This design comes from an exercise in tuning for small area on the open sky130 flow, not from production work.
At most, simulation tests tie the RTL to the original design; equivalence was not proved.
Function not checked in runs 2 and 3: the RTL went through the layout flow alone.
Power is estimated from default activity; no workload was simulated.

===== flow/config.mk =====
export PLATFORM = sky130hd
export DESIGN_NAME = treasury_nonce_dispatcher
export DESIGN_NICKNAME = treasury_nonce_dispatcher
export VERILOG_FILES = /design/flow/design.v
export SDC_FILE = /design/flow/constraint.sdc
export NUM_CORES = 8
export LEC_CHECK = 0
export CAP_MARGIN = 20
export CORE_MARGIN = 2
export CORE_UTILIZATION = 40
export PLACE_DENSITY = 0.6
export SLEW_MARGIN = 20
export SYNTH_HIERARCHICAL = 1
export SYNTH_MINIMUM_KEEP_SIZE = 0

===== flow/constraint.sdc =====
create_clock -name core_clock -period 10.0 [get_ports {clk}]
set_input_delay 2.0000 -clock core_clock [delete_from_list [all_inputs] [get_ports {clk}]]
set_output_delay 2.0000 -clock core_clock [all_outputs]
set_load 0.01 [all_outputs]

===== flow/design.v =====
package treasury_pkg;
    localparam int NONCE_W_DEFAULT = 32;
    typedef enum logic [1:0] {
        IDLE,
        RUN,
        DRAIN,
        DONE
    } state_t;
endpackage
module treasury_cmp2 (
    input  logic [1:0] a,
    input  logic [1:0] b,
    input  logic       c,
    output logic       y
);
    logic g;
    assign g = (a[0] & b[0]) | (a[0] & c) | (b[0] & c);
    assign y = (a[1] & b[1]) | (a[1] & g) | (b[1] & g);
endmodule
module treasury_cmp2_first (
    input  logic [1:0] a,
    input  logic [1:0] b,
    output logic       y
);
    logic g;
    assign g = a[0] & b[0];
    assign y = (a[1] & b[1]) | (a[1] & g) | (b[1] & g);
endmodule
module treasury_popcount (
    input  logic [26:0] x,
    output logic [4:0] y
);
    logic p1;
    logic p2;
    logic p3;
    logic p4;
    logic p5;
    logic p6;
    logic p7;
    logic p8;
    logic p9;
    logic p10;
    logic p11;
    logic p12;
    logic p13;
    logic p14;
    logic p15;
    logic p16;
    logic p17;
    logic p18;
    logic p19;
    logic p20;
    logic p21;
    logic p22;
    logic p23;
    logic p24;
    logic p25;
    logic p26;
    logic p27;
    logic p28;
    logic p29;
    logic p30;
    logic p31;
    logic p32;
    logic p33;
    logic p34;
    logic p35;
    logic p36;
    logic p37;
    logic p38;
    logic p39;
    logic p40;
    logic p41;
    logic p42;
    logic p43;
    logic p44;
    logic p45;
    logic p46;
    assign p1 = x[0] ^ x[1] ^ x[2];
    assign p2 = (x[0] & x[1]) | (x[0] & x[2]) | (x[1] & x[2]);
    assign p3 = x[3] ^ x[4] ^ x[5];
    assign p4 = (x[3] & x[4]) | (x[3] & x[5]) | (x[4] & x[5]);
    assign p5 = x[6] ^ x[7] ^ x[8];
    assign p6 = (x[6] & x[7]) | (x[6] & x[8]) | (x[7] & x[8]);
    assign p7 = x[9] ^ x[10] ^ x[11];
    assign p8 = (x[9] & x[10]) | (x[9] & x[11]) | (x[10] & x[11]);
    assign p9 = x[12] ^ x[13] ^ x[14];
    assign p10 = (x[12] & x[13]) | (x[12] & x[14]) | (x[13] & x[14]);
    assign p11 = x[15] ^ x[16] ^ x[17];
    assign p12 = (x[15] & x[16]) | (x[15] & x[17]) | (x[16] & x[17]);
    assign p13 = x[18] ^ x[19] ^ x[20];
    assign p14 = (x[18] & x[19]) | (x[18] & x[20]) | (x[19] & x[20]);
    assign p15 = x[21] ^ x[22] ^ x[23];
    assign p16 = (x[21] & x[22]) | (x[21] & x[23]) | (x[22] & x[23]);
    assign p17 = x[24] ^ x[25] ^ x[26];
    assign p18 = (x[24] & x[25]) | (x[24] & x[26]) | (x[25] & x[26]);
    assign p19 = p1 ^ p3 ^ p5;
    assign p20 = (p1 & p3) | (p1 & p5) | (p3 & p5);
    assign p21 = p7 ^ p9 ^ p11;
    assign p22 = (p7 & p9) | (p7 & p11) | (p9 & p11);
    assign p23 = p13 ^ p15 ^ p17;
    assign p24 = (p13 & p15) | (p13 & p17) | (p15 & p17);
    assign p25 = p19 ^ p21 ^ p23;
    assign p26 = (p19 & p21) | (p19 & p23) | (p21 & p23);
    assign p27 = p2 ^ p4 ^ p6;
    assign p28 = (p2 & p4) | (p2 & p6) | (p4 & p6);
    assign p29 = p8 ^ p10 ^ p12;
    assign p30 = (p8 & p10) | (p8 & p12) | (p10 & p12);
    assign p31 = p14 ^ p16 ^ p18;
    assign p32 = (p14 & p16) | (p14 & p18) | (p16 & p18);
    assign p33 = p20 ^ p22 ^ p24;
    assign p34 = (p20 & p22) | (p20 & p24) | (p22 & p24);
    assign p35 = p26 ^ p27 ^ p29;
    assign p36 = (p26 & p27) | (p26 & p29) | (p27 & p29);
    assign p37 = p31 ^ p33 ^ p35;
    assign p38 = (p31 & p33) | (p31 & p35) | (p33 & p35);
    assign p39 = p28 ^ p30 ^ p32;
    assign p40 = (p28 & p30) | (p28 & p32) | (p30 & p32);
    assign p41 = p34 ^ p36 ^ p38;
    assign p42 = (p34 & p36) | (p34 & p38) | (p36 & p38);
    assign p43 = p39 ^ p41;
    assign p44 = p39 & p41;
    assign p45 = p40 ^ p42 ^ p44;
    assign p46 = (p40 & p42) | (p40 & p44) | (p42 & p44);
    assign y[0] = p25;
    assign y[1] = p37;
    assign y[2] = p43;
    assign y[3] = p45;
    assign y[4] = p46;
endmodule
module treasury_nonce_dispatcher #(
    parameter int LANES   = 27,
    parameter int NONCE_W = treasury_pkg::NONCE_W_DEFAULT,
    parameter int CNT_W   = 48
) (
    input  logic                     clk,
    input  logic                     rst,
    input  logic                     job_valid,
    output logic                     job_ready,
    input  logic [NONCE_W-1:0]       job_base,
    input  logic [NONCE_W-1:0]       job_limit,
    input  logic                     abort,
    output logic [LANES-1:0]         lane_start,
    output logic [LANES*NONCE_W-1:0] lane_nonce,
    input  logic [LANES-1:0]         lane_done,
    input  logic [LANES-1:0]         lane_hit,
    output logic                     result_valid,
    input  logic                     result_ready,
    output logic                     result_found,
    output logic                     result_exhausted,
    output logic [NONCE_W-1:0]       result_nonce,
    output logic [CNT_W-1:0]         hash_count
);
    localparam int IDX_W = 5;
    localparam int LO    = 5;                   
    localparam int HI    = NONCE_W - LO;        
    localparam int BLK   = 14;                  
    localparam int NBLK  = (HI + BLK - 1) / BLK;
    localparam logic [LO-1:0] STEP = LO'(LANES);
    treasury_pkg::state_t state, state_nx;
    logic                 idle, run, done;
    logic                 accept;
    logic                 run_en;
    logic                 hit_any;
    logic                 exhaust_now;
    logic                 empty;
    logic [LANES-1:0]     start, busy, pending, accepted, hits, sel;
    logic [NONCE_W-1:0]   nonce [LANES];
    logic [NONCE_W-1:0]   base_ld;        
    logic [NONCE_W-1:0]   lim_step_n_q;   
    logic                 lim_small_q;    
    logic [NONCE_W:0]     span;           
    logic                 span_big;
    logic [LANES-1:0]     first_ok;
    logic                 found_q;
    logic                 exhausted_q;
    logic [IDX_W-1:0]     idx_q;
    logic [IDX_W-1:0]     hit_idx;
    logic [CNT_W-1:0]     count_n_q;      
    logic [CNT_W-1:0]     count;
    logic [CNT_W-1:0]     count_nx;
    logic [IDX_W-1:0]     pc;
    logic [LO:0]          cc;
    logic [CNT_W-LO:0]    cp;
    logic [NONCE_W-1:0]   ror [LANES+1];
    assign idle    = state == treasury_pkg::IDLE;
    assign run     = state == treasury_pkg::RUN;
    assign done    = state == treasury_pkg::DONE;
    assign accept  = idle && job_valid;
    assign run_en  = run && !rst;
    assign base_ld = job_base & {NONCE_W{accept}};
    for (genvar i = 0; i < LANES; i++) begin : g_lane
        localparam logic [LO-1:0] OFS = LO'(i);
        logic [NONCE_W-1:0] n;
        logic               pend;
        logic               bsy;
        logic               inc;
        logic               keep;
        logic [NONCE_W-1:0] m;
        logic [LO-1:0]      k;
        logic [LO:0]        c;
        logic [NONCE_W-1:0] d;
        logic [NBLK:0]      bc;
        logic [NONCE_W/2:0] gt;
        logic               next_ok;
        assign accepted[i] = lane_done[i] && bsy;
        assign hits[i]     = accepted[i] && lane_hit[i];
        assign inc         = accepted[i] && !lane_hit[i] && run;
        assign keep        = !accept && !(found_q && !sel[i]);
        assign m           = (n & {NONCE_W{keep}}) | base_ld;
        assign c[0] = 1'b0;
        for (genvar j = 0; j < LO; j++) begin : g_lo
            assign k[j]   = (OFS[j] && accept) || (STEP[j] && inc);
            assign d[j]   = m[j] ^ k[j] ^ c[j];
            assign c[j+1] = (m[j] & k[j]) | (m[j] & c[j]) | (k[j] & c[j]);
        end
        assign bc[0] = c[LO];
        for (genvar b = 0; b < NBLK; b++) begin : g_blk
            localparam int J0 = LO + b * BLK;
            localparam int J1 = (J0 + BLK < NONCE_W) ? J0 + BLK : NONCE_W;
            logic [J1-J0:0] rc;
            assign rc[0] = bc[b];
            for (genvar j = J0; j < J1; j++) begin : g_bit
                assign d[j]        = m[j] ^ rc[j-J0];
                assign rc[j-J0+1]  = m[j] & rc[j-J0];
            end
            assign bc[b+1] = bc[b] & (&m[J1-1:J0]);
        end
        assign gt[0] = 1'b0;
        treasury_cmp2_first u_cmp0 (.a(n[1:0]), .b(lim_step_n_q[1:0]), .y(gt[1]));
        for (genvar j = 1; j < NONCE_W / 2; j++) begin : g_cmp
            treasury_cmp2 u_cmp (.a(n[2*j +: 2]), .b(lim_step_n_q[2*j +: 2]), .c(gt[j]), .y(gt[j+1]));
        end
        assign next_ok = !gt[NONCE_W/2] && !lim_small_q;
        assign start[i]   = run_en && !bsy && pend;
        assign busy[i]    = bsy;
        assign pending[i] = pend;
        assign nonce[i]   = n;
        assign lane_nonce[i*NONCE_W +: NONCE_W] = n;
        always_ff @(posedge clk) begin
            n       <= d;
            if (accept)   pend <= first_ok[i];
            else if (inc) pend <= next_ok;
            if (rst) bsy <= 1'b0;
            else     bsy <= start[i] || (bsy && !lane_done[i]);
        end
    end
    assign span     = {1'b0, job_limit} - {1'b0, job_base};
    assign empty    = span[NONCE_W];
    assign span_big = |span[NONCE_W-1:LO];
    for (genvar i = 0; i < LANES; i++) begin : g_first
        assign first_ok[i] = span_big || (span[LO-1:0] >= LO'(i));
    end
    always_comb begin
        hit_idx = '0;
        for (int i = LANES - 1; i >= 0; i--) begin
            if (hits[i]) hit_idx = IDX_W'(i);
        end
    end
    for (genvar i = 0; i < LANES; i++) begin : g_sel
        assign sel[i] = idx_q == IDX_W'(i);
    end
    assign hit_any     = run && (|hits);
    assign exhaust_now = run && !hit_any && !abort && !(|pending) && !(|busy);
    always_ff @(posedge clk) begin
        if (rst) state <= treasury_pkg::IDLE;
        else     state <= state_nx;
    end
    always_comb begin
        state_nx = state;
        unique case (state)
            treasury_pkg::IDLE:  if (job_valid) state_nx = empty ? treasury_pkg::DONE : treasury_pkg::RUN;
            treasury_pkg::RUN:   if (hit_any || abort) state_nx = treasury_pkg::DRAIN;
                                 else if (exhaust_now) state_nx = treasury_pkg::DONE;
            treasury_pkg::DRAIN: if (!(|busy)) state_nx = treasury_pkg::DONE;
            treasury_pkg::DONE:  if (result_ready) state_nx = treasury_pkg::IDLE;
            default:             state_nx = treasury_pkg::IDLE;
        endcase
    end
    always_ff @(posedge clk) begin
        if (accept) begin
            lim_step_n_q <= ~(job_limit - NONCE_W'(LANES));
            lim_small_q  <= job_limit < NONCE_W'(LANES);
            found_q      <= 1'b0;
            exhausted_q  <= empty;
        end else begin
            if (hit_any) begin
                found_q <= 1'b1;
                idx_q   <= hit_idx;
            end
            if (exhaust_now) exhausted_q <= 1'b1;
        end
    end
    treasury_popcount u_pc (.x(accepted), .y(pc));
    assign count = ~count_n_q;
    assign cc[0] = 1'b0;
    for (genvar j = 0; j < LO; j++) begin : g_clo
        assign count_nx[j] = count[j] ^ pc[j] ^ cc[j];
        assign cc[j+1]     = (count[j] & pc[j]) | (count[j] & cc[j]) | (pc[j] & cc[j]);
    end
    assign cp[0] = 1'b1;
    for (genvar j = LO; j < CNT_W; j++) begin : g_chi
        assign count_nx[j] = count[j] ^ (cc[LO] & cp[j-LO]);
        assign cp[j-LO+1]  = cp[j-LO] & count[j];
    end
    always_ff @(posedge clk) begin
        if (rst || accept) count_n_q <= '1;
        else               count_n_q <= ~count_nx;
    end
    assign ror[0] = '0;
    for (genvar i = 0; i < LANES; i++) begin : g_ror
        assign ror[i+1] = ror[i] | nonce[i];
    end
    assign job_ready        = !rst && idle;
    assign lane_start       = start;
    assign result_valid     = !rst && done;
    assign result_found     = found_q;
    assign result_exhausted = exhausted_q;
    assign result_nonce     = ror[LANES] & {NONCE_W{found_q}};
    assign hash_count       = ~(count_n_q | {CNT_W{rst}});
endmodule

===== flow/flow/run.sh =====
#!/bin/bash
# The standard layout (standard.sh: the ORFS flow with the standard synthesis), with two
# changes passed to ORFS's make:
#  - the port buffers that global placement adds are the smallest buffer cell (buf_1) instead
#    of the one buffer_ports picks on its own; every port still gets its buffer;
#  - clock tree synthesis clusters up to 20 sinks within 80 um per leaf buffer and inserts no
#    dummy loads.
set -euo pipefail
bash standard.sh \
  'BUFFER_PORTS_ARGS=-buffer_cell sky130_fd_sc_hd__buf_1' \
  'CTS_ARGS=-sink_clustering_enable -repair_clock_nets -dont_use_dummy_load -sink_clustering_size 20 -sink_clustering_max_diameter 80' \
  finish > standard.log 2>&1

===== flow/standard.sh =====
#!/bin/bash
# synth_recipe.tcl (not shown) runs the flow's synth.tcl, then flattens the netlist and writes it again
# the make line also repeats each setting of config.mk as NAME=value (left out here)
make -C /OpenROAD-flow-scripts/flow DESIGN_CONFIG=/design/flow/config.mk WORK_HOME=/design/flow/orfs CLKGATE_MAP_FILE= SYNTH_SCRIPT=/design/flow/synth_recipe.tcl "${@:-finish}"

==> summary.txt, run 1 <==
status = finished clean
final worst path period need = 8.804 ns
crit path DAT = 9.23 ns
largest area contributor in the netlist = dfxtp_1
Async S/R FF share, synth = 0%
Mean Syn Cell Area = 9.015 µm²
Post-synth top cells = 942 x dfxtp_1, 771 x ha_1, 758 x a21o_1
max frequency = 0.1136 GHz
M3 GR Usage = 13.44%
Die W = 386.9 µm
dpl hpwl = 261800 µm
Post-synth EDFFs = 66
Mapped Area = 0.05864 mm²
first-pass GRT wire length = 438400 µm
Routed wire per std cell = 34.20 µm
CTS Hold Bufs = 0
post-synth top area share = 32.16%
largest net degree at the start of global routing = 55
CTS H-tree depth = 3
Global Route met1 Usage = 51.34%
CTS tree = yes
Setup Skew = 0.08248 ns
core box area = 0.1456 mm²
DRT iter0 DRCs = 7431
RSZ-0062 raised after global routing = false
I/O Buffers = 1097
Tcrit/Tclk final = 88.04%
# IOs = 1098
final net count = 8578
multi-input logic area = 0.03650 mm²
HP Class = reg2reg
Slew Limit Headroom = 13.35%
Post-Syn Instances = 6505
Slew Viols, Final = 0
CTS Root Buffer Type = clkbuf_16
final WL = 325000 µm
worst skew pair latency = 0.72 ns
clock slew seen by the registers of the worst setup and hold paths = 0.09 ns
Core Util, Final = 46.41%
worst endpoint required time = 10.42 ns
Top FF cell, synth = dfxtp_1
pwr/cell area = 378.2 mW/mm²
synth top area cells = dfxtp_1 32%, ha_1 16%, a21o_1 9.7%, a21oi_1 5.5%, o22ai_1 4.4%
register area share after synthesis = 35.54%
startpoint types = register
clock buffer depth = 3
Die H = 386.9 µm
Largest delay share family, worst path = compound AO/OA/AOI/OAI gates
clk sinks = 1008
number of buffers and inverters on the critical path = 1
crit end category = register
FF/Latch Area = 0.02084 mm²
Final Hold Viols = 0
GRT met2 Usage = 61.43%
peak supply drop = 0.1573 mV
Static Leakage = 32.77 nW
post-synth cell types = 78
max_cap viols = 0
TritonCTS Buffers = 75
initial antenna violation count = 19
CP max stage cell = edfxtp_1
DRT Pass-1 Iters = 6
final setup vio count = 0
post-CTS setup buffer count = 0
CP Max Fanout = 10
CP max stage delay = 0.74 ns
fraction of layout cells with a size suffix above 1 = 4.462%
vias in the first global route = 54560
Worst Tran Pin Value = 1.288 ns
Post-route DRC = 0
cell row count = 140
count leader, synth = dfxtp_1
GP Congestion = 1.028
post-route ant nets = 0
Die Area = 0.1497 mm²
synth warn = 9
CTS-repair resized insts = 0
CP most frequent cell = o21ai_1
Synth Register Bits = 1008
vias per cell = 6.386
GRT busiest layer = met2
# fillers = 14510
Setup CP Type = reg2reg
GRT Residual Overflow = 0
GRT Total Usage = 41.35%
Fin Setup TNS = 0 ns
area grow syn2layout = 15.19%
Vias = 60700
Starting Density = 40.29%
==> kinds of logic (layout without fill, tap and decap cells) <==
logic type                 count (synthesis)  after routing  synth area share, %
and+or+nand+nor                         1578           1578                13.33
AOI/OAI and AO/OA                       2427           2427                25.56
DFF                                     1008           1008                35.54
xor gates and xnor gates                 123            123                1.837
muxes                                     34             34               0.6379
buffers and inverters                    457           1527                2.998
adders and majority gates                878            878                20.10
other                                      0             12                    0
==> state kept, by name, indices dropped and copies added, names as in the netlist <==
signal        count
g_lane.n        864
count_n_q        48
lim_step_n_q     32
g_lane.bsy       27
g_lane.pend      27
idx_q             5
state             2
exhausted_q       1
found_q           1
lim_small_q       1
==> final cells by class <==
class                      instances  share of cell area [%]
sequential                      1008                   30.86
timing repair buffer            1212                   7.403
antenna                           12                 0.04445
tap                             1917                   3.551
clock buffer                      75                   2.778
multi-input combinational       5040                   54.03
inverter                         240                   1.341
==> per-module statistics from Yosys (local to each module, per instance) <==
module,flip-flops and latches,copies in the design,area (µm²),cells
treasury_popcount,0,1,584.3,53
treasury_cmp2,0,405,20.02,4
treasury_nonce_dispatcher,1008,1,49550,4751
treasury_cmp2_first,0,27,15.01,3
==> worst paths after layout <==
path	cells after the start	slack [ns]	start	to
worst max register to register	34	1.20	lim_step_n_q[1]$_DFFE_PP_	g_lane[24].pend$_DFFE_PN_
worst min register to register	2	0.50	count_n_q[31]$_SDFF_PP1_	count_n_q[31]$_SDFF_PP1_
worst min-delay path	2	0.50	count_n_q[31]$_SDFF_PP1_	count_n_q[31]$_SDFF_PP1_
worst max-delay path	34	1.20	lim_step_n_q[1]$_DFFE_PP_	g_lane[24].pend$_DFFE_PN_
==> per-layer routing <==
metal / wire length [µm] / part of all wire [%]
met3: 38480 / 12
met4: 25470 / 7.8
met2: 136700 / 42
met1: 124300 / 38
met5: 40 / 0.012
==> placed cells by master (no fill, tap or decap), types with 9 or more instances in the layout <==
cell       synthesis  layout
a211oi_1           9       9
a21o_1           758     758
a21oi_1          643     616
a21oi_4            0      27
a31oi_1           33      33
and2_1            29      29
and3_1            12      12
and3b_1           11      11
buf_1             20    1096
buf_4              6     113
clkbuf_16          0      75
dfxtp_1          942     941
diode_2            0      12
edfxtp_1          66      66
fa_1             107     107
ha_1             771     770
inv_1            240     239
mux2_2            27      27
nand2_1          617     616
nand2b_1          16      16
nand3_1           93      93
nand3b_1          34      34
nand4_1           99      99
nor2_1           240     209
nor2_2             0      21
nor2_4             1      11
nor3_1            64      64
nor3b_1           32      32
nor4_1           223     222
nor4b_1           27      27
o21a_1            41      41
o21ai_0           54      53
o21ai_1          407     408
o22ai_1          410     410
o31ai_1            9       9
or2_2             41      41
xnor2_1           91      91
xor2_1            32      32
==> worst min-delay path: stages, from the launching register on <==
cell	delay [ns]
dfxtp_1	0.33
nand2_1	0.06
nand3_1	0.07
==> stage by stage <==
stage | setup WS [ns] | cells | power, W | instance area, µm² | hold slack, ns
finish | 1.196 | 9504 | 0.02555 | 67550 | 0.5038
global route | 0.8314 | 9495 | 0.02661 | 67530 | 0.5235
CTS | 1.356 | 9491 | 0.02502 | 67500 | 0.4968
detailed placement | 0.5911 | 9416 | 0.02214 | 65630 | 0.4865
global placement | 0.6649 | 9416 | 0.02179 | 65630 | 0.4856
floorplan | 0.9072 | 6505 | 0.01510 | 58650 | 0.4625
==> where the power goes <==
part	switching (W)	internal (W)
logic	0.00877	0.00430
registers	0.00363	0.00596
clock network	0.00156	0.00133
==> inputs of run 2 (changes only) <==
--- a/flow/design.v
+++ b/flow/design.v
@@ -17,15 +17,6 @@
     assign g = (a[0] & b[0]) | (a[0] & c) | (b[0] & c);
     assign y = (a[1] & b[1]) | (a[1] & g) | (b[1] & g);
 endmodule
-module treasury_cmp2_first (
-    input  logic [1:0] a,
-    input  logic [1:0] b,
-    output logic       y
-);
-    logic g;
-    assign g = a[0] & b[0];
-    assign y = (a[1] & b[1]) | (a[1] & g) | (b[1] & g);
-endmodule
 module treasury_popcount (
     input  logic [26:0] x,
     output logic [4:0] y
@@ -227,8 +218,7 @@
             assign bc[b+1] = bc[b] & (&m[J1-1:J0]);
         end
         assign gt[0] = 1'b0;
-        treasury_cmp2_first u_cmp0 (.a(n[1:0]), .b(lim_step_n_q[1:0]), .y(gt[1]));
-        for (genvar j = 1; j < NONCE_W / 2; j++) begin : g_cmp
+        for (genvar j = 0; j < NONCE_W / 2; j++) begin : g_cmp
             treasury_cmp2 u_cmp (.a(n[2*j +: 2]), .b(lim_step_n_q[2*j +: 2]), .c(gt[j]), .y(gt[j+1]));
         end
         assign next_ok = !gt[NONCE_W/2] && !lim_small_q;
==> flow/flow/run.sh (replaced) <==
#!/bin/bash
# The standard layout, with the port buffers that ORFS adds at placement made of the
# smallest buffer cell (buf_1) instead of the one buffer_ports picks on its own.
set -euo pipefail
bash standard.sh 'BUFFER_PORTS_ARGS=-buffer_cell sky130_fd_sc_hd__buf_1' finish > standard.log 2>&1
==> summary.txt, run 2 <==
core box area = 0.1456 mm² (unchanged)
CTS H-tree depth = 3 (unchanged)
RSZ-0062 raised after global routing = false
most frequent cells in the layout = 1096 x buf_1, 941 x dfxtp_1, 770 x ha_1, 757 x a21o_1
Adder-Cell Fraction of Synth Area = 20.09% (about the same)
Post-synth top cells = 942 x dfxtp_1, 771 x ha_1, 757 x a21o_1
worst endpoint required time = 10.42 ns (about the same)
CTS Hold Bufs = 0 (unchanged)
hold slack = 0.5036 ns (-0.0002340 ns)
Post-route DRC = 0 (unchanged)
Starting Density = 40.31% (about the same)
HP Class = reg2reg
worst hold stages = 2 (unchanged)
final net count = 8736 (+1.8%)
status = finished clean
worst skew pair latency = 0.77 ns (+0.05 ns)
GP Congestion = 1.036 (+0.81%)
initial antenna violation count = 36 (+17)
Mapped Area = 0.05867 mm² (about the same)
Final Hold Viols = 0 (unchanged)
dpl hpwl = 262000 µm (about the same)
TritonCTS Buffers = 118 (+57%)
Die Area = 0.1498 mm² (about the same)
Top FF cell, synth = dfxtp_1
# IOs = 1098 (unchanged)
pre-CTS setup slack = 0.4197 ns (-0.1714 ns)
post-synth cell types = 74 (-5.1%)
Setup Skew = 0.03832 ns (-0.04416 ns)
Vias = 61000 (+0.49%)
max frequency = 0.1096 GHz (-3.5%)
GRT Total Usage = 41.38% (about the same)
final setup vio count = 0 (unchanged)
Largest delay share family, worst path = compound AO/OA/AOI/OAI gates
number of stages on the worst setup path = 35 (+2.9%)
top flop regs = g_lane.n x864, count_n_q x48, lim_step_n_q x32
CP most frequent cell = o21ai_1
Worst Tran Pin Value = 1.223 ns (-0.06456 ns)
vias in the first global route = 54650 (+0.16%)
Die W = 387.0 µm (about the same)
DRT Pass-1 Iters = 6 (unchanged)
Simple-Gate Fraction of Synth Area = 13.63% (+0.30 points)
DRT iter0 DRCs = 7519 (+1.2%)
most common cell after layout, fill and taps aside = buf_1
CP Max Fanout = 18 (+8)
clock buffer depth = 3 (unchanged)
post-CTS setup buffer count = 0 (unchanged)
max_cap viols = 0 (unchanged)
pwr/cell area = 387.0 mW/mm² (+2.3%)
Placed Instances = 9531 (+1.2%)
clock slew seen by the registers of the worst setup and hold paths = 0.06 ns (-0.03 ns)
I/O Buffers = 1097 (unchanged)
fraction of layout cells with a size suffix above 1 = 5.958% (+1.5 points)
crit path DAT = 9.54 ns (+0.31 ns)
peak supply drop = 0.1906 mV (+21%)
CTS tree = yes
startpoint types = register
first-pass GRT wire length = 440900 µm (+0.57%)
Async S/R FF share, synth = 0% (unchanged)
Slew Limit Headroom = 17.69% (+4.3 points)
xor/xnor share of the synthesized area = 1.985% (+0.15 points)
Static Leakage = 34.10 nW (+4.1%)
Biggest register = g_lane.n
reg2reg setup slack = 0.88 ns (-0.32 ns)
fin cells = 9776 (+2.9%)
CTS Root Buffer Type = clkbuf_16
Largest register FFs = 864 (unchanged)
Post-synth EDFFs = 66 (unchanged)
count leader, synth = dfxtp_1
final worst path period need = 9.121 ns (+0.3172 ns)
post-route ant nets = 0 (unchanged)
CTS-repair resized insts = 0 (unchanged)
Post-Syn Instances = 6553 (+0.74%)
Tcrit/Tclk final = 91.21% (+3.2 points)
final worst slack = 0.8788 ns (-0.3172 ns)
Core Util, Final = 48.18% (+1.8 points)
register area share after synthesis = 35.52% (about the same)
Setup CP Type = reg2reg
GRT Residual Overflow = 0 (unchanged)
compound-cell area share of the yosys netlist = 25.27% (-0.29 points)
vias per cell = 6.239 (-2.3%)
Synth Register Bits = 1008 (unchanged)
cell row count = 140 (unchanged)
Routed wire per std cell = 33.15 µm (-3.1%)
area grow syn2layout = 19.53%
final WL = 324100 µm (-0.28%)
Mean Syn Cell Area = 8.953 µm² (-0.69%)
synth warn = 9 (unchanged)
CP max stage cell = edfxtp_1
clk sinks = 1008 (unchanged)
largest area contributor in the netlist = dfxtp_1
Die H = 387.0 µm (about the same)
post-synth top area share = 32.14% (about the same)
largest net degree at the start of global routing = 77 (+40%)
Fin Setup TNS = 0 ns (unchanged)
CP max stage delay = 0.99 ns (+0.25 ns)
Slew Viols, Final = 0 (unchanged)
synth top area cells = dfxtp_1 32%, ha_1 16%, a21o_1 9.7%, a21oi_1 5.7%, o22ai_1 4.6%
R2R depth = 35 (+2.9%)
mux share of post-synthesis cell area = 0.5523% (-0.086 points)
number of buffers and inverters on the critical path = 0 (-1)
largest family of logic cells by synthesized area = compound AO/OA/AOI/OAI gates
crit end category = register
## run 2: cell types whose count changed after synthesis, sizes merged, moves of 6 or more
cell / delta
a211oi: -6
a21oi: +21
a31oi: -28
nand2: +20
nand2b: -6
nor2: +16
nor3: +19
nor4: -9
o21ai: +14
o22ai: +24
xor2: +8
## run 2: kinds of logic (layout without fill, tap and decap cells)
kind of cell    Yosys count  after routing
xor+xnor                133            133
compound gates         2423           2423
other cells               1             75
mux                      29             29
fa+ha+maj               878            878
buf+inv                 454           1686
flops                  1008           1008
simple gates           1627           1627
## run 2: worst paths after layout
kind	start	end
max	lim_step_n_q[1]$_DFFE_PP_	g_lane[3].pend$_DFFE_PN_
min	count_n_q[47]$_SDFF_PP1_	count_n_q[47]$_SDFF_PP1_
max reg2reg	lim_step_n_q[1]$_DFFE_PP_	g_lane[3].pend$_DFFE_PN_
min reg2reg	count_n_q[47]$_SDFF_PP1_	count_n_q[47]$_SDFF_PP1_
## run 2: routing by layer
layer  vias up  share of wire [%]  track usage, %
met4        16                7.2           25.18
met5         -              0.031               0
met1     29600                 40           53.97
met2      3874                 42           60.56
li1      26750                  -               -
met3       750                 11           11.43
## run 2: worst reg2reg max path: cells and delay by family, from the launching register on
family          cells  cell delay (ns)
flops               1             0.99
simple gates        2             0.24
compound gates     33             7.56
## run 2: power by group
part	total, W	switching [W]	internal [W]
registers	0.00967	0.00372	0.00596
logic	0.0128	0.00855	0.00429
clock network	0.00462	0.00193	0.00269
## run 2: Yosys stat by module, one instance, submodules excluded
module / flip-flops and latches / copies in the design
treasury_nonce_dispatcher: 1008 / 1
treasury_cmp2: 0 / 432
treasury_popcount: 0 / 1
## run 2: stage by stage
step                total power, W  area [µm²]
global placement           0.02169       65950
global route               0.02826       70120
CTS                        0.02665       70050
finish                     0.02714       70130
floorplan                  0.01507       58870
detailed placement         0.02202       65950
## run 2: cell type report
cell class / instances / area (µm²)
Multi-Input combinational cell: 5144 / 36720
Sequential cell: 1008 / 20840
Timing Repair Buffer: 1224 / 5107
Tap cell: 1917 / 2399
Fill cell: 14230 / 75440
Inverter: 239 / 902.1
Clock buffer: 171 / 3516
Clock inverter: 52 / 586.8
Antenna cell: 21 / 52.55
==> inputs of run 3 (changes only) <==
--- a/flow/design.v
+++ b/flow/design.v
@@ -145,8 +145,9 @@
     localparam int IDX_W = 5;
     localparam int LO    = 5;                   
     localparam int HI    = NONCE_W - LO;        
-    localparam int BLK   = 14;                  
+    localparam int BLK   = 9;                   
     localparam int NBLK  = (HI + BLK - 1) / BLK;
+    localparam int CSPLIT = 16;                 
     localparam logic [LO-1:0] STEP = LO'(LANES);
     treasury_pkg::state_t state, state_nx;
     logic                 idle, run, done;
@@ -185,6 +186,7 @@
         logic [NONCE_W-1:0] n;
         logic               pend;
         logic               bsy;
+        logic               gt_lo_q;
         logic               inc;
         logic               keep;
         logic [NONCE_W-1:0] m;
@@ -192,7 +194,8 @@
         logic [LO:0]        c;
         logic [NONCE_W-1:0] d;
         logic [NBLK:0]      bc;
-        logic [NONCE_W/2:0] gt;
+        logic [CSPLIT/2:0]  gl;
+        logic [(NONCE_W-CSPLIT)/2:0] gh;
         logic               next_ok;
         assign accepted[i] = lane_done[i] && bsy;
         assign hits[i]     = accepted[i] && lane_hit[i];
@@ -217,11 +220,15 @@
             end
             assign bc[b+1] = bc[b] & (&m[J1-1:J0]);
         end
-        assign gt[0] = 1'b0;
-        for (genvar j = 0; j < NONCE_W / 2; j++) begin : g_cmp
-            treasury_cmp2 u_cmp (.a(n[2*j +: 2]), .b(lim_step_n_q[2*j +: 2]), .c(gt[j]), .y(gt[j+1]));
+        assign gl[0] = 1'b0;
+        for (genvar j = 0; j < CSPLIT / 2; j++) begin : g_cl
+            treasury_cmp2 u_cmp (.a(n[2*j +: 2]), .b(lim_step_n_q[2*j +: 2]), .c(gl[j]), .y(gl[j+1]));
         end
-        assign next_ok = !gt[NONCE_W/2] && !lim_small_q;
+        assign gh[0] = gt_lo_q;
+        for (genvar j = 0; j < (NONCE_W - CSPLIT) / 2; j++) begin : g_ch
+            treasury_cmp2 u_cmp (.a(n[CSPLIT + 2*j +: 2]), .b(lim_step_n_q[CSPLIT + 2*j +: 2]), .c(gh[j]), .y(gh[j+1]));
+        end
+        assign next_ok = !gh[(NONCE_W-CSPLIT)/2] && !lim_small_q;
         assign start[i]   = run_en && !bsy && pend;
         assign busy[i]    = bsy;
         assign pending[i] = pend;
@@ -229,6 +236,7 @@
         assign lane_nonce[i*NONCE_W +: NONCE_W] = n;
         always_ff @(posedge clk) begin
             n       <= d;
+            gt_lo_q <= gl[CSPLIT/2];
             if (accept)   pend <= first_ok[i];
             else if (inc) pend <= next_ok;
             if (rst) bsy <= 1'b0;
==> flow/run.sh (new file) <==
#!/bin/bash
# synth_recipe.tcl (not shown) runs the flow's synth.tcl, then flattens the netlist and writes it again
# the make line also repeats each setting of config.mk as NAME=value (left out here)
make -C /OpenROAD-flow-scripts/flow DESIGN_CONFIG=/design/flow/config.mk WORK_HOME=/design/flow/orfs CLKGATE_MAP_FILE= SYNTH_SCRIPT=/design/flow/synth_recipe.tcl finish
removed: flow/flow/run.sh
removed: flow/standard.sh
==> summary.txt, run 3 <==
status = finished clean
count leader, synth = dfxtp_1
GP Congestion = 1.010 (-2.5%)
FF/Latch Area = 0.02138 mm² (+2.6%)
Post-route DRC = 0 (unchanged)
r2r endpoint = count_n_q[43]$_SDFF_PP1_
first-pass GRT wire length = 451300 µm (+2.4%)
# fillers = 13920 (-2.2%)
Die Area = 0.1521 mm² (+1.6%)
Die W = 390.0 µm (+0.78%)
Top FF cell, synth = dfxtp_1
final instance area = 0.07793 mm² (+11%)
Setup Skew = 0.04475 ns (+0.006435 ns)
largest net degree at the start of global routing = 60 (-22%)
post-CTS setup buffer count = 0 (unchanged)
cell row count = 141 (+0.71%)
CP max stage delay = 0.58 ns (-0.41 ns)
multi-input logic area = 0.03723 mm² (+1.4%)
post-synth top area share = 32.55% (+0.40 points)
Async S/R FF share, synth = 0% (unchanged)
Post-Syn Instances = 6653 (+1.5%)
CP most frequent cell = fa_1
pre-CTS setup slack = 0.2564 ns (-0.1633 ns)
Die H = 390.0 µm (+0.78%)
CP max stage cell = fa_1
vias in the first global route = 57130 (+4.5%)
RSZ-0062 raised after global routing = false
vias per cell = 6.299 (+0.96%)
final worst slack = 1.059 ns (+0.1804 ns)
max_cap viols = 0 (unchanged)
CTS tree = yes
startpoint types = primary input
pwr/cell area = 381.0 mW/mm² (-1.5%)
area grow syn2layout = 30.75%
Static Leakage = 36.68 nW (+7.6%)
Setup CP Type = in2reg
TritonCTS Buffers = 119 (+0.85%)
Synth Register Bits = 1035 (+2.7%)
peak supply drop = 0.1905 mV (about the same)
largest area contributor in the netlist = dfxtp_1
Mean Syn Cell Area = 8.959 µm² (about the same)
most common cell after layout, fill and taps aside = clkdlybuf4s50_1
initial antenna violation count = 52 (+44%)
worst hold stages = 2 (unchanged)
# IOs = 1098 (unchanged)
number of buffers and inverters on the critical path = 5 (+5)
Slew Limit Headroom = 18.69% (+1.0 points)
GRT Residual Overflow = 0 (unchanged)
clock buffer depth = 3 (unchanged)
most frequent cells in the layout = 1096 x clkdlybuf4s50_1, 968 x dfxtp_1, 743 x ha_1, 724 x a21o_1, 645 x a21oi_1
placed instance area = 0.07371 mm² (+12%)
worst endpoint required time = 10.60 ns (+0.18 ns)
Largest register FFs = 864 (unchanged)
reg2reg setup slack = 2.32 ns (+1.44 ns)
Mapped Area = 0.05960 mm² (+1.6%)
DRT Pass-1 Iters = 7 (+1)
CTS H-tree depth = 3 (unchanged)
max frequency = 0.1118 GHz (+2.0%)
final worst path period need = 8.941 ns (-0.1804 ns)
Routed wire per std cell = 33.42 µm (+0.80%)
CP Max Fanout = 4 (-14)
Tcrit/Tclk final = 89.41% (-1.8 points)
top flop regs = g_lane.n x864, count_n_q x48, lim_step_n_q x32
register area share after synthesis = 35.87% (+0.35 points)
crit end category = register
DRT iter0 DRCs = 7618 (+1.3%)
I/O Buffers = 1097 (unchanged)
post-synth cell types = 85 (+15%)
Core Util, Final = 52.72% (+4.5 points)
GRT Total Usage = 41.72% (+0.34 points)
R2R Path Start = g_lane[21].bsy$_SDFF_PP0_
CTS Hold Bufs = 0 (unchanged)
Post-synth top cells = 969 x dfxtp_1, 744 x ha_1, 724 x a21o_1
final WL = 329900 µm (+1.8%)
Biggest register = g_lane.n
dpl hpwl = 256600 µm (-2.1%)
hold endpoint = count_n_q[22]$_SDFF_PP1_
clock slew seen by the registers of the worst setup and hold paths = 0.06 ns (about the same)
synth top area cells = dfxtp_1 33%, ha_1 16%, a21o_1 9.1%, a21oi_1 5.6%, o22ai_1 4.6%
Worst Tran Pin Value = 1.216 ns (-0.006939 ns)
Starting Density = 40.32% (about the same)
Final Hold Viols = 0 (unchanged)
R2R depth = 24 (-31%)
Fin Setup TNS = 0 ns (unchanged)
fraction of layout cells with a size suffix above 1 = 5.755% (-0.20 points)
CTS Root Buffer Type = clkbuf_16
post-route ant nets = 0 (unchanged)
Slew Viols, Final = 0 (unchanged)
clk sinks = 1035 (+2.7%)
crit path DAT = 9.54 ns (about the same)
Vias = 62190 (+2.0%)
final setup vio count = 0 (unchanged)
final net count = 8782 (+0.53%)
worst skew pair latency = 0.78 ns (about the same)
CTS-repair resized insts = 0 (unchanged)
core box area = 0.1478 mm² (+1.6%)
power consumption = 0.02969 W (+9.4%)
synth warn = 9 (unchanged)
HP Class = reg2reg
Largest delay share family, worst path = adder cells
hold_sp = count_n_q[22]$_SDFF_PP1_
Post-synth EDFFs = 66 (unchanged)
==> run 3: cell types whose count changed in the layout (fill, tap and decap cells not counted), moves of 20 or more <==
cell             before   now
a21o_1              757   724
nor2b_1               5    27
nor3_1               82    62
or2_2                41    21
clkdlybuf4s50_1       0  1096
ha_1                770   743
nor4b_1              25     0
dfxtp_1             941   968
buf_1              1096     0
==> run 3: how the worst max path moves through the flow <==
stage | endpoint | slack (ns) | cells after the start | startpoint
after floorplan | count_n_q[47]$_SDFF_PP1_ | 0.96 | 25 | lane_done[24]
after global placement | count_n_q[43]$_SDFF_PP1_ | 0.30 | 25 | lane_done[21]
after detailed placement | count_n_q[43]$_SDFF_PP1_ | 0.26 | 25 | lane_done[25]
after CTS | count_n_q[43]$_SDFF_PP1_ | 1.05 | 25 | lane_done[25]
after global routing | count_n_q[31]$_SDFF_PP1_ | 0.68 | 25 | lane_done[25]
final | count_n_q[43]$_SDFF_PP1_ | 1.06 | 25 | lane_done[25]
==> run 3: per-stage QoR <==
step,std cells,hold WS [ns]
CTS,9836,0.5015
global placement,9617,0.4903
finish,9873,0.4977
floorplan,6706,0.4622
global route,9861,0.5250
detailed placement,9617,0.4930
==> run 3: final cells by class <==
cell class,count,area share [%]
multi-input cells,5209,47.77
flip-flops and latches,1035,27.44
repair buffers,1203,15.12
clock buffers,175,4.531
well taps,1930,3.099
inverters,240,1.162
clock inverters,44,0.7610
diodes,37,0.1188
==> run 3: logic make-up (layout without fill, tap and decap cells) <==
kind of cell / count (synthesis) / count (layout) / synth area share [%]
xor+xnor: 147 / 147 / 2.160
flops: 1035 / 1035 / 35.87
simple gates: 1662 / 1662 / 13.76
compound gates: 2459 / 2459 / 25.34
mux: 36 / 36 / 0.6675
fa+ha+maj: 851 / 851 / 19.21
buf+inv: 462 / 1662 / 2.987
other cells: 1 / 91 / 0.006292
==> run 3: where the power goes <==
part	total, W	internal, W	switching (W)
clock network	0.00470	0.00274	0.00196
registers	0.00991	0.00612	0.00378
logic	0.0151	0.00639	0.00869
==> run 3: Yosys stat by module, one instance, submodules excluded <==
module                     flops+latches  cell area (µm²)  cells
treasury_cmp2                          0            20.02      4
treasury_nonce_dispatcher           1035            50370   4872
treasury_popcount                      0            584.3     53
==> run 3: layer usage <==
metal	part of all wire, %	vias up	track usage (%)
li1	-	27130	-
met1	40	30570	54.34
met2	42	3705	61.65
met3	11	763	10.68
met4	7.4	24	25.64
met5	0.046	-	0
==> run 3: tightest hold or removal path, cell delays in order, from the launching register on <==
cell and delay (ns):
dfxtp_1 0.32, nand2_1 0.06, nand3_1 0.07
==> inputs of run 4 (changes only) <==
--- a/flow/design.v
+++ b/flow/design.v
@@ -17,6 +17,15 @@
     assign g = (a[0] & b[0]) | (a[0] & c) | (b[0] & c);
     assign y = (a[1] & b[1]) | (a[1] & g) | (b[1] & g);
 endmodule
+module treasury_cmp2_first (
+    input  logic [1:0] a,
+    input  logic [1:0] b,
+    output logic       y
+);
+    logic g;
+    assign g = a[0] & b[0];
+    assign y = (a[1] & b[1]) | (a[1] & g) | (b[1] & g);
+endmodule
 module treasury_popcount (
     input  logic [26:0] x,
     output logic [4:0] y
@@ -145,9 +154,8 @@
     localparam int IDX_W = 5;
     localparam int LO    = 5;                   
     localparam int HI    = NONCE_W - LO;        
-    localparam int BLK   = 9;                   
+    localparam int BLK   = 14;                  
     localparam int NBLK  = (HI + BLK - 1) / BLK;
-    localparam int CSPLIT = 16;                 
     localparam logic [LO-1:0] STEP = LO'(LANES);
     treasury_pkg::state_t state, state_nx;
     logic                 idle, run, done;
@@ -186,7 +194,6 @@
         logic [NONCE_W-1:0] n;
         logic               pend;
         logic               bsy;
-        logic               gt_lo_q;
         logic               inc;
         logic               keep;
         logic [NONCE_W-1:0] m;
@@ -194,8 +201,7 @@
         logic [LO:0]        c;
         logic [NONCE_W-1:0] d;
         logic [NBLK:0]      bc;
-        logic [CSPLIT/2:0]  gl;
-        logic [(NONCE_W-CSPLIT)/2:0] gh;
+        logic [NONCE_W/2:0] gt;
         logic               next_ok;
         assign accepted[i] = lane_done[i] && bsy;
         assign hits[i]     = accepted[i] && lane_hit[i];
@@ -220,15 +226,12 @@
             end
             assign bc[b+1] = bc[b] & (&m[J1-1:J0]);
         end
-        assign gl[0] = 1'b0;
-        for (genvar j = 0; j < CSPLIT / 2; j++) begin : g_cl
-            treasury_cmp2 u_cmp (.a(n[2*j +: 2]), .b(lim_step_n_q[2*j +: 2]), .c(gl[j]), .y(gl[j+1]));
-        end
-        assign gh[0] = gt_lo_q;
-        for (genvar j = 0; j < (NONCE_W - CSPLIT) / 2; j++) begin : g_ch
-            treasury_cmp2 u_cmp (.a(n[CSPLIT + 2*j +: 2]), .b(lim_step_n_q[CSPLIT + 2*j +: 2]), .c(gh[j]), .y(gh[j+1]));
+        assign gt[0] = 1'b0;
+        treasury_cmp2_first u_cmp0 (.a(n[1:0]), .b(lim_step_n_q[1:0]), .y(gt[1]));
+        for (genvar j = 1; j < NONCE_W / 2; j++) begin : g_cmp
+            treasury_cmp2 u_cmp (.a(n[2*j +: 2]), .b(lim_step_n_q[2*j +: 2]), .c(gt[j]), .y(gt[j+1]));
         end
-        assign next_ok = !gh[(NONCE_W-CSPLIT)/2] && !lim_small_q;
+        assign next_ok = !gt[NONCE_W/2] && !lim_small_q;
         assign start[i]   = run_en && !bsy && pend;
         assign busy[i]    = bsy;
         assign pending[i] = pend;
@@ -236,7 +239,6 @@
         assign lane_nonce[i*NONCE_W +: NONCE_W] = n;
         always_ff @(posedge clk) begin
             n       <= d;
-            gt_lo_q <= gl[CSPLIT/2];
             if (accept)   pend <= first_ok[i];
             else if (inc) pend <= next_ok;
             if (rst) bsy <= 1'b0;
==> flow/flow/run.sh (new file) <==
#!/bin/bash
# The standard layout (standard.sh: the ORFS flow with the standard synthesis script),
# with these changes passed to ORFS's make:
#  - ABC maps the logic with an area-oriented script (flow/abc_speed.script) in place of
#    ORFS's delay-oriented one; ORFS's scripts are copied to scripts/ and only that file is
#    replaced, so the registers and every other step stay the standard ones;
#  - the port buffers that global placement adds are the smallest buffer cell (buf_1)
#    instead of the one buffer_ports picks on its own; every port still gets its buffer;
#  - clock tree synthesis clusters up to 20 sinks within 80 um per leaf buffer and inserts
#    no dummy loads.
set -euo pipefail
rm -rf scripts
cp -r "$FLOW_HOME/scripts" scripts
cp flow/abc_speed.script scripts/abc_speed.script
bash standard.sh \
  "SCRIPTS_DIR=$PWD/scripts" \
  'BUFFER_PORTS_ARGS=-buffer_cell sky130_fd_sc_hd__buf_1' \
  'CTS_ARGS=-sink_clustering_enable -repair_clock_nets -dont_use_dummy_load -sink_clustering_size 20 -sink_clustering_max_diameter 80' \
  finish > standard.log 2>&1
==> flow/flow/abc_speed.script (new file) <==
&get -n
&st
&dch
&nf -R 1000 -p
&put
==> flow/standard.sh (new file) <==
#!/bin/bash
# synth_recipe.tcl (not shown) runs the flow's synth.tcl, then flattens the netlist and writes it again
# the make line also repeats each setting of config.mk as NAME=value (left out here)
make -C /OpenROAD-flow-scripts/flow DESIGN_CONFIG=/design/flow/config.mk WORK_HOME=/design/flow/orfs CLKGATE_MAP_FILE= SYNTH_SCRIPT=/design/flow/synth_recipe.tcl "${@:-finish}"
--- a/flow/config.mk
+++ b/flow/config.mk
@@ -7,8 +7,8 @@
 export LEC_CHECK = 0
 export CAP_MARGIN = 20
 export CORE_MARGIN = 2
-export CORE_UTILIZATION = 40
-export PLACE_DENSITY = 0.6
+export CORE_UTILIZATION = 60
+export PLACE_DENSITY = 0.7
 export SLEW_MARGIN = 20
 export SYNTH_HIERARCHICAL = 1
 export SYNTH_MINIMUM_KEEP_SIZE = 0
removed: flow/run.sh
==> summary.txt, run 4 <==
status = complete, but fails checks
layout check faults = negative setup slack
CTS Root Buffer Type = clkbuf_16
most frequent cells in the layout = 1095 x buf_1, 941 x dfxtp_1, 770 x ha_1, 762 x a21o_1, 696 x nand2_1
placed instance area = 0.06420 mm² (-13%)
# IOs = 1098 (unchanged)
CP most frequent cell = or3_4
CP max stage cell = fa_1
largest net degree at the start of global routing = 77 (+28%)
vias in the first global route = 55280 (-3.3%)
max_cap viols = 0 (unchanged)
RSZ-0062 raised after global routing = true
worst skew pair latency = 0.72 ns (-0.06 ns)
synth top area cells = dfxtp_1 33%, ha_1 17%, a21o_1 10%, a21oi_1 5.4%, nand2_1 4.6%
final setup vio count = 23 (+23)
final worst slack = -3.352 ns (-4.412 ns)
Die W = 311.2 µm (-20%)
power consumption = 0.02538 W (-15%)
count leader, synth = dfxtp_1
Async S/R FF share, synth = 0% (unchanged)
Die H = 311.2 µm (-20%)
Die Area = 0.09682 mm² (-36%)
peak supply drop = 0.2330 mV (+22%)
met2 WL = 110500 µm (-20%)
Post-synth EDFFs = 66 (unchanged)
CP Max Fanout = 4 (unchanged)
startpoint types = primary input
Largest delay share family, worst path = simple AND/OR/NAND/NOR gates
DRT Pass-1 Iters = 8 (+1)
TritonCTS Buffers = 59 (-50%)
Routed wire per std cell = 31.91 µm (-4.5%)
top flop regs = g_lane.n x864, count_n_q x48, lim_step_n_q x32
highest metal used = met5
Setup Skew = 0.06461 ns (+0.01986 ns)
number of buffers and inverters on the critical path = 4 (-1)
pre-CTS setup slack = -4.324 ns (-4.580 ns)
CTS Hold Bufs = 0 (unchanged)
fraction of layout cells with a size suffix above 1 = 4.974% (-0.78 points)
HP Class = reg2reg
final worst path period need = 13.35 ns (+4.412 ns)
pwr/cell area = 384.1 mW/mm² (+0.82%)
dpl hpwl = 219500 µm (-14%)
first-pass GRT wire length = 392200 µm (-13%)
register area share after synthesis = 36.81% (+0.94 points)
largest area contributor in the netlist = dfxtp_1
final net count = 8522 (-3.0%)
DRT iter0 DRCs = 10720 (+41%)
Post-Syn Instances = 6157 (-7.5%)
core box area = 0.09347 mm² (-37%)
post-synth top area share = 33.31% (+0.77 points)
Slew Limit Headroom = 20.18% (+1.5 points)
final instance area = 0.06607 mm² (-15%)
met3 wire length = 45270 µm (+26%)
synth warn = 9 (unchanged)
Starting Density = 60.57% (+20 points)
Static Leakage = 31.64 nW (-14%)
Largest register FFs = 864 (unchanged)
Biggest register = g_lane.n
CTS H-tree depth = 2 (-1)
crit path DAT = 13.99 ns (+4.45 ns)
GP Congestion = 1.082 (+7.1%)
crit end category = register
CTS tree = yes
Top FF cell, synth = dfxtp_1
worst endpoint required time = 10.64 ns (+0.04 ns)
Vias = 61760 (-0.70%)
clock buffer depth = 3 (unchanged)
I/O Buffers = 1097 (unchanged)
CP max stage delay = 0.58 ns (about the same)
area grow syn2layout = 16.71%
Mean Syn Cell Area = 9.195 µm² (+2.6%)
# fillers = 7746 (-44%)
Post-synth top cells = 942 x dfxtp_1, 771 x ha_1, 762 x a21o_1
Tcrit/Tclk final = 133.5% (+44 points)
post-route ant nets = 0 (unchanged)
Final Hold Viols = 0 (unchanged)
Mapped Area = 0.05661 mm² (-5.0%)
Setup CP Type = in2reg
max frequency = 0.07489 GHz (-33%)
Worst Tran Pin Value = 1.186 ns (-0.03007 ns)
GRT Residual Overflow = 0 (unchanged)
post-synth cell types = 42 (-51%)
initial antenna violation count = 44 (-15%)
vias per cell = 7.009 (+11%)
Synth Register Bits = 1008 (-2.6%)
clk sinks = 1008 (-2.6%)
Post-route DRC = 0 (unchanged)
most common cell after layout, fill and taps aside = buf_1
cell row count = 112 (-21%)
clock slew seen by the registers of the worst setup and hold paths = 0.09 ns (+0.03 ns)
final WL = 281200 µm (-15%)
Slew Viols, Final = 0 (unchanged)
GRT Total Usage = 55.30% (+14 points)
met1 wire length = 95360 µm (-27%)
==> run 4: cell types whose count changed after synthesis, moves of 38 or more <==
| cell | delta |
|---|---|
| a21oi_1 | -56 |
| nor2_1 | -49 |
| nand2_1 | +54 |
| o21ai_0 | +413 |
| and2_1 | -47 |
| o21ai_1 | -435 |
| inv_1 | -240 |
| clkbuf_1 | -182 |
| a21o_1 | +38 |
| clkinv_1 | +217 |
==> run 4: power by group <==
part | total, W | internal (W) | switching, W
sequential | 0.00948 | 0.00605 | 0.00343
combinational | 0.0134 | 0.00457 | 0.00883
clock | 0.00250 | 0.00104 | 0.00146
==> run 4: tightest hold or removal path, delay by kind of cell, from the launching register on <==
kind,cells,cell delay (ns)
DFF,1,0.33
and+or+nand+nor,2,0.13
==> run 4: metrics by stage <==
| stage | setup TNS, ns | utilization, % | instances | hold WS [ns] |
|---|---|---|---|---|
| after detailed placement | -63.04 | 68.69 | 8689 | 0.4852 |
| after global routing | -49.87 | 70.66 | 8803 | 0.5342 |
| final | -44.38 | 70.68 | 8811 | 0.5062 |
| after floorplan | -55.17 | - | 6157 | 0.4601 |
| after global placement | -60.47 | 68.65 | 8688 | 0.4810 |
| after CTS | -42.76 | 70.41 | 8760 | 0.5077 |
==> run 4: layout make-up <==
| type | count | area (µm²) | area share [%] |
|---|---|---|---|
| multi-input combinational | 4927 | 35460 | 53.68 |
| sequential | 1008 | 20840 | 31.55 |
| timing repair buffer | 1308 | 5799 | 8.778 |
| tap | 1254 | 1569 | 2.375 |
| clock buffer | 59 | 1476 | 2.235 |
| inverter | 217 | 822.0 | 1.244 |
| antenna | 38 | 95.09 | 0.1439 |
==> run 4: metal layers <==
| metal | vias to the layer above | global-route usage, % |
|---|---|---|
| li1 | 25930 | - |
| met1 | 29110 | 67.05 |
| met2 | 5384 | 77.10 |
| met3 | 1320 | 21.67 |
| met4 | 16 | 45.51 |
| met5 | - | 0 |
==> run 4: final timing paths <==
check / end / slack (ns) / cells past startpoint / start
worst min-delay path: count_n_q[8]$_SDFF_PP1_ / 0.51 / 2 / count_n_q[8]$_SDFF_PP1_
worst max-delay path: count_n_q[47]$_SDFF_PP1_ / -3.35 / 40 / lane_done[22]
worst max register to register: count_n_q[47]$_SDFF_PP1_ / -2.29 / 39 / g_lane[19].bsy$_SDFF_PP0_
worst min register to register: count_n_q[8]$_SDFF_PP1_ / 0.51 / 2 / count_n_q[8]$_SDFF_PP1_
==> run 4: repair_timing <==
action	in CTS	in global routing
gates resized for setup	23	13
buffers inserted	13	12
pin swaps	16	15
setup endpoints to repair	23	24
==> run 4: Yosys stat by module, one instance, submodules excluded <==
| module | area, µm² | flops+latches |
|---|---|---|
| treasury_cmp2 | 20.02 | 0 |
| treasury_cmp2_first | 15.01 | 0 |
| treasury_nonce_dispatcher | 47510 | 1008 |
| treasury_popcount | 584.3 | 0 |
==> run 4: logic make-up (layout without fill, tap and decap cells) <==
group | after synthesis | in the layout | share of synthesized area (%)
AO/OA/AOI/OAI | 2349 | 2349 | 25.53
adder cells (fa/ha/maj) | 878 | 878 | 20.82
other | 0 | 38 | 0
flip-flops | 1008 | 1008 | 36.81
XOR/XNOR | 138 | 138 | 2.135
buffers and inverters | 222 | 1584 | 1.505
AND/OR/NAND/NOR | 1562 | 1562 | 13.19
==> inputs of run 5 (changes only) <==
--- a/flow/design.v
+++ b/flow/design.v
@@ -170,6 +170,8 @@
     logic [NONCE_W-1:0]   lim_step_n_q;   
     logic                 lim_small_q;    
     logic [NONCE_W:0]     span;           
+    logic [NONCE_W-1:0]   lim_step;       
+    logic [NONCE_W:0]     lsb;            
     logic                 span_big;
     logic [LANES-1:0]     first_ok;
     logic                 found_q;
@@ -251,6 +253,12 @@
     for (genvar i = 0; i < LANES; i++) begin : g_first
         assign first_ok[i] = span_big || (span[LO-1:0] >= LO'(i));
     end
+    localparam logic [NONCE_W-1:0] STEP_C = NONCE_W'(LANES);
+    assign lsb[0] = 1'b0;
+    for (genvar j = 0; j < NONCE_W; j++) begin : g_lstep
+        assign lim_step[j] = job_limit[j] ^ STEP_C[j] ^ lsb[j];
+        assign lsb[j+1]    = (!job_limit[j] & STEP_C[j]) | (!(job_limit[j] ^ STEP_C[j]) & lsb[j]);
+    end
     always_comb begin
         hit_idx = '0;
         for (int i = LANES - 1; i >= 0; i--) begin
@@ -279,15 +287,20 @@
     end
     always_ff @(posedge clk) begin
         if (accept) begin
-            lim_step_n_q <= ~(job_limit - NONCE_W'(LANES));
-            lim_small_q  <= job_limit < NONCE_W'(LANES);
-            found_q      <= 1'b0;
-            exhausted_q  <= empty;
+            lim_step_n_q <= ~lim_step;
+            lim_small_q  <= lsb[NONCE_W];
+        end
+        if (hit_any) idx_q <= hit_idx;
+    end
+    always_ff @(posedge clk) begin
+        if (rst) begin
+            found_q     <= 1'b0;
+            exhausted_q <= 1'b0;
+        end else if (accept) begin
+            found_q     <= 1'b0;
+            exhausted_q <= empty;
         end else begin
-            if (hit_any) begin
-                found_q <= 1'b1;
-                idx_q   <= hit_idx;
-            end
+            if (hit_any)     found_q     <= 1'b1;
             if (exhaust_now) exhausted_q <= 1'b1;
         end
     end
==> flow/flow/run.sh (replaced) <==
#!/bin/bash
# The standard layout (standard.sh: the ORFS flow with the standard synthesis), with two
# changes passed to ORFS's make:
#  - the port buffers that global placement adds are the smallest buffer cell (buf_1) instead
#    of the one buffer_ports picks on its own; every port still gets its buffer;
#  - clock tree synthesis clusters up to 22 sinks within 85 um per leaf buffer and inserts no
#    dummy loads.
set -euo pipefail
bash standard.sh \
  'BUFFER_PORTS_ARGS=-buffer_cell sky130_fd_sc_hd__buf_1' \
  'CTS_ARGS=-sink_clustering_enable -repair_clock_nets -dont_use_dummy_load -sink_clustering_size 22 -sink_clustering_max_diameter 85' \
  finish > standard.log 2>&1
--- a/flow/config.mk
+++ b/flow/config.mk
@@ -7,8 +7,8 @@
 export LEC_CHECK = 0
 export CAP_MARGIN = 20
 export CORE_MARGIN = 2
-export CORE_UTILIZATION = 60
-export PLACE_DENSITY = 0.7
+export CORE_UTILIZATION = 45
+export PLACE_DENSITY = 0.6
 export SLEW_MARGIN = 20
 export SYNTH_HIERARCHICAL = 1
 export SYNTH_MINIMUM_KEEP_SIZE = 0
removed: flow/flow/abc_speed.script
==> summary.txt, run 5 <==
status = finished clean
Fin Setup TNS = 0 ns (+44.38 ns)
Die H = 364.7 µm (+17%)
max_cap viols = 0 (unchanged)
clock buffer depth = 3 (unchanged)
Biggest register = g_lane.n
clock slew seen by the registers of the worst setup and hold paths = 0.09 ns (about the same)
TritonCTS Buffers = 58 (-1.7%)
GRT Total Usage = 44.17% (-11 points)
Final Hold Viols = 0 (unchanged)
I/O Buffers = 1097 (unchanged)
Core Util, Final = 51.64% (-19 points)
Synth Register Bits = 1008 (unchanged)
first-pass GRT wire length = 416100 µm (+6.1%)
most frequent cells in the layout = 1096 x buf_1, 942 x dfxtp_1, 800 x ha_1, 761 x a21o_1, 598 x nand2_1
R2R depth = 34 (-13%)
Slew Limit Headroom = 17.36% (-2.8 points)
Post-synth EDFFs = 65 (-1.5%)
max frequency = 0.1107 GHz (+48%)
hold_sp = count_n_q[43]$_SDFF_PP1_
Post-synth top cells = 943 x dfxtp_1, 801 x ha_1, 761 x a21o_1
vias per cell = 6.449 (-8.0%)
Mean Syn Cell Area = 9.087 µm² (-1.2%)
CP Max Fanout = 7 (+3)
clk sinks = 1008 (unchanged)
worst endpoint required time = 10.54 ns (-0.10 ns)
pwr/cell area = 372.2 mW/mm² (-3.1%)
r2r endpoint = g_lane[14].pend$_DFFE_PN_
final worst slack = 0.9677 ns (+4.320 ns)
Worst Tran Pin Value = 1.228 ns (+0.04185 ns)
Post-Syn Instances = 6442 (+4.6%)
CTS-repair resized insts = 0 (-100%)
Vias = 59660 (-3.4%)
area grow syn2layout = 14.09%
peak supply drop = 0.1736 mV (-25%)
Tcrit/Tclk final = 90.32% (-43 points)
Top FF cell, synth = dfxtp_1
dpl hpwl = 246700 µm (+12%)
final WL = 307000 µm (+9.2%)
CP startpoint = lane_done[24]
DRT iter0 DRCs = 7771 (-27%)
initial antenna violation count = 14 (-68%)
synth warn = 9 (unchanged)
pre-CTS setup slack = 0.2501 ns (+4.574 ns)
CTS Hold Bufs = 0 (unchanged)
fraction of layout cells with a size suffix above 1 = 4.307% (-0.67 points)
core box area = 0.1293 mm² (+38%)
Die Area = 0.1330 mm² (+37%)
post-synth top area share = 32.25% (-1.1 points)
DRT Pass-1 Iters = 6 (-2)
Slew Viols, Final = 0 (unchanged)
Setup CP Type = in2reg
count leader, synth = dfxtp_1
vias in the first global route = 53310 (-3.6%)
# fillers = 12630 (+63%)
crit end category = register
Starting Density = 45.27% (-15 points)
fin cells = 9251 (+5.0%)
register area share after synthesis = 35.58% (-1.2 points)
R2R Path Start = lim_step_n_q[1]$_DFFE_PP_
Largest register FFs = 864 (unchanged)
post-CTS setup buffer count = 0 (-13)
Routed wire per std cell = 33.19 µm (+4.0%)
hold endpoint = count_n_q[43]$_SDFF_PP1_
Placed Instances = 9184 (+5.7%)
RSZ-0062 raised after global routing = false
reg2reg setup slack = 1.07 ns (+3.36 ns)
worst skew pair latency = 0.73 ns (about the same)
Async S/R FF share, synth = 0% (unchanged)
CTS Root Buffer Type = clkbuf_16
Post-route DRC = 0 (unchanged)
hold slack = 0.5017 ns (-0.004495 ns)
CTS H-tree depth = 2 (unchanged)
largest net degree at the start of global routing = 69 (-10%)
# IOs = 1098 (unchanged)
post-route ant nets = 0 (unchanged)
Die W = 364.7 µm (+17%)
startpoint types = primary input
GP Congestion = 1.027 (-5.1%)
cell row count = 132 (+18%)
Mapped Area = 0.05854 mm² (+3.4%)
worst hold stages = 2 (unchanged)
final worst path period need = 9.032 ns (-4.320 ns)
top flop regs = g_lane.n x864, count_n_q x48, lim_step_n_q x32
synth top area cells = dfxtp_1 32%, ha_1 17%, a21o_1 9.8%, a21oi_1 5.3%, o22ai_1 4.3%
Setup Skew = 0.09023 ns (+0.02561 ns)
most common cell after layout, fill and taps aside = buf_1
CTS tree = yes
largest area contributor in the netlist = dfxtp_1
final net count = 8533 (+0.13%)
Static Leakage = 32.55 nW (+2.9%)
final setup vio count = 0 (-100%)
GRT Residual Overflow = 0 (unchanged)
HP Class = reg2reg
post-synth cell types = 81 (+93%)
crit path DAT = 9.57 ns (-4.42 ns)
==> run 5: worst max-delay path by stage <==
| stage | end | cells past startpoint |
|---|---|---|
| final | count_n_q[47]$_SDFF_PP1_ | 25 |
| after global routing | count_n_q[46]$_SDFF_PP1_ | 25 |
| after CTS | count_n_q[47]$_SDFF_PP1_ | 25 |
| after detailed placement | count_n_q[47]$_SDFF_PP1_ | 25 |
| after global placement | count_n_q[47]$_SDFF_PP1_ | 25 |
| after floorplan | count_n_q[47]$_SDFF_PP1_ | 27 |
==> run 5: area by class of cell <==
| cell class | instances | area (µm²) | share of cell area [%] |
|---|---|---|---|
| antenna | 9 | 22.52 | 0.03372 |
| clock buffer | 58 | 1451 | 2.173 |
| tap | 1742 | 2180 | 3.264 |
| inverter | 273 | 1030 | 1.542 |
| multi-input combinational | 4950 | 36260 | 54.29 |
| sequential | 1008 | 20830 | 31.20 |
| timing repair buffer | 1211 | 5012 | 7.505 |
==> run 5: report_power, final <==
group / internal (W) / switching, W / leakage [nW]
combinational: 0.00427 / 0.00846 / 23.3
clock: 0.00103 / 0.00149 / 0.715
sequential: 0.00601 / 0.00360 / 8.52
==> run 5: critical path, cell delays in order <==
cell       delay [ns]
buf_1            0.09
and2_1           0.18
fa_1             0.56
inv_1            0.06
fa_1             0.53
inv_1            0.07
fa_1             0.44
fa_1             0.47
fa_1             0.46
fa_1             0.49
ha_1             0.23
fa_1             0.56
fa_1             0.17
inv_1            0.05
fa_1             0.40
or4_4            0.46
nand4bb_4        0.29
or4_4            0.52
or2_1            0.36
nor2_8           0.18
nand4b_2         0.14
or3_1            0.47
nor4_4           0.19
xnor2_1          0.14
nand2_1          0.06
==> run 5: logic make-up after synthesis <==
family	synth area share (%)
XOR/XNOR	1.496
adder cells (fa/ha/maj)	20.78
AO/OA/AOI/OAI	25.43
AND/OR/NAND/NOR	12.89
flip-flops	35.58
buffers and inverters	3.176
multiplexers	0.6434
==> run 5: Yosys stat by module, one instance, submodules excluded <==
module / cells / flip-flops and latches / area, µm² / copies in the design
treasury_nonce_dispatcher: 4688 / 1008 / 49440 / 1
treasury_popcount: 53 / 0 / 584.3 / 1
treasury_cmp2: 4 / 0 / 20.02 / 405
treasury_cmp2_first: 3 / 0 / 15.01 / 27
==> run 5: routing by layer <==
layer	GRT usage [%]	share of wire (%)	up-vias
li1	-	-	26070
met1	58.01	40	29150
met2	64.42	41	3739
met3	12.90	12	702
met4	25.12	6.8	4
met5	0.4357	0.028	-
==> run 5: metrics by stage <==
step	power, W	area [µm²]
final	0.02485	66790
after global routing	0.02593	66770
after CTS	0.02428	66760
after detailed placement	0.02180	65310
after floorplan	0.01512	58540
after global placement	0.02145	65310

separate check: timing with driven ports:
No port has a modelled driver above. Below, the same layouts with a new extraction and two added sets of constraints. Step 1: set_driving_cell puts a clkbuf_16 on clk and a buf_2 on each other input, an assumption about the parent block. Step 2 times the ports against the registers' clock, not the clock port: input delays grow and output delays shrink by t, the midpoint of the rising clock arrivals with the driver on. Three values: ideal, step 1, step 2; two values: the first two.
| run | t (ns) | slack for setup (ns) | slew at the worst register clock pin (ns) | pins driven straight from the clock port |
|---|---|---|---|---|
| run 1 | 0.768 | 1.196 / 1.196 / 0.570 | 0.09 / 0.09 | 1 |
| run 2 | 0.841 | 0.879 / 0.879 / 0.433 | 0.07 / 0.07 | 1 |
| run 3 | 0.849 | 1.059 / 1.095 / 0.246 | 0.07 / 0.07 | 1 |
| run 4 | 0.771 | -3.352 / -3.295 / -4.066 | 0.09 / 0.09 | 1 |
| run 5 | 0.769 | 0.968 / 1.011 / 0.242 | 0.10 / 0.10 | 1 |
The setup slack of run 3, which loses most, moves by +0.036 ns with the drivers and by -0.813 ns with both steps.
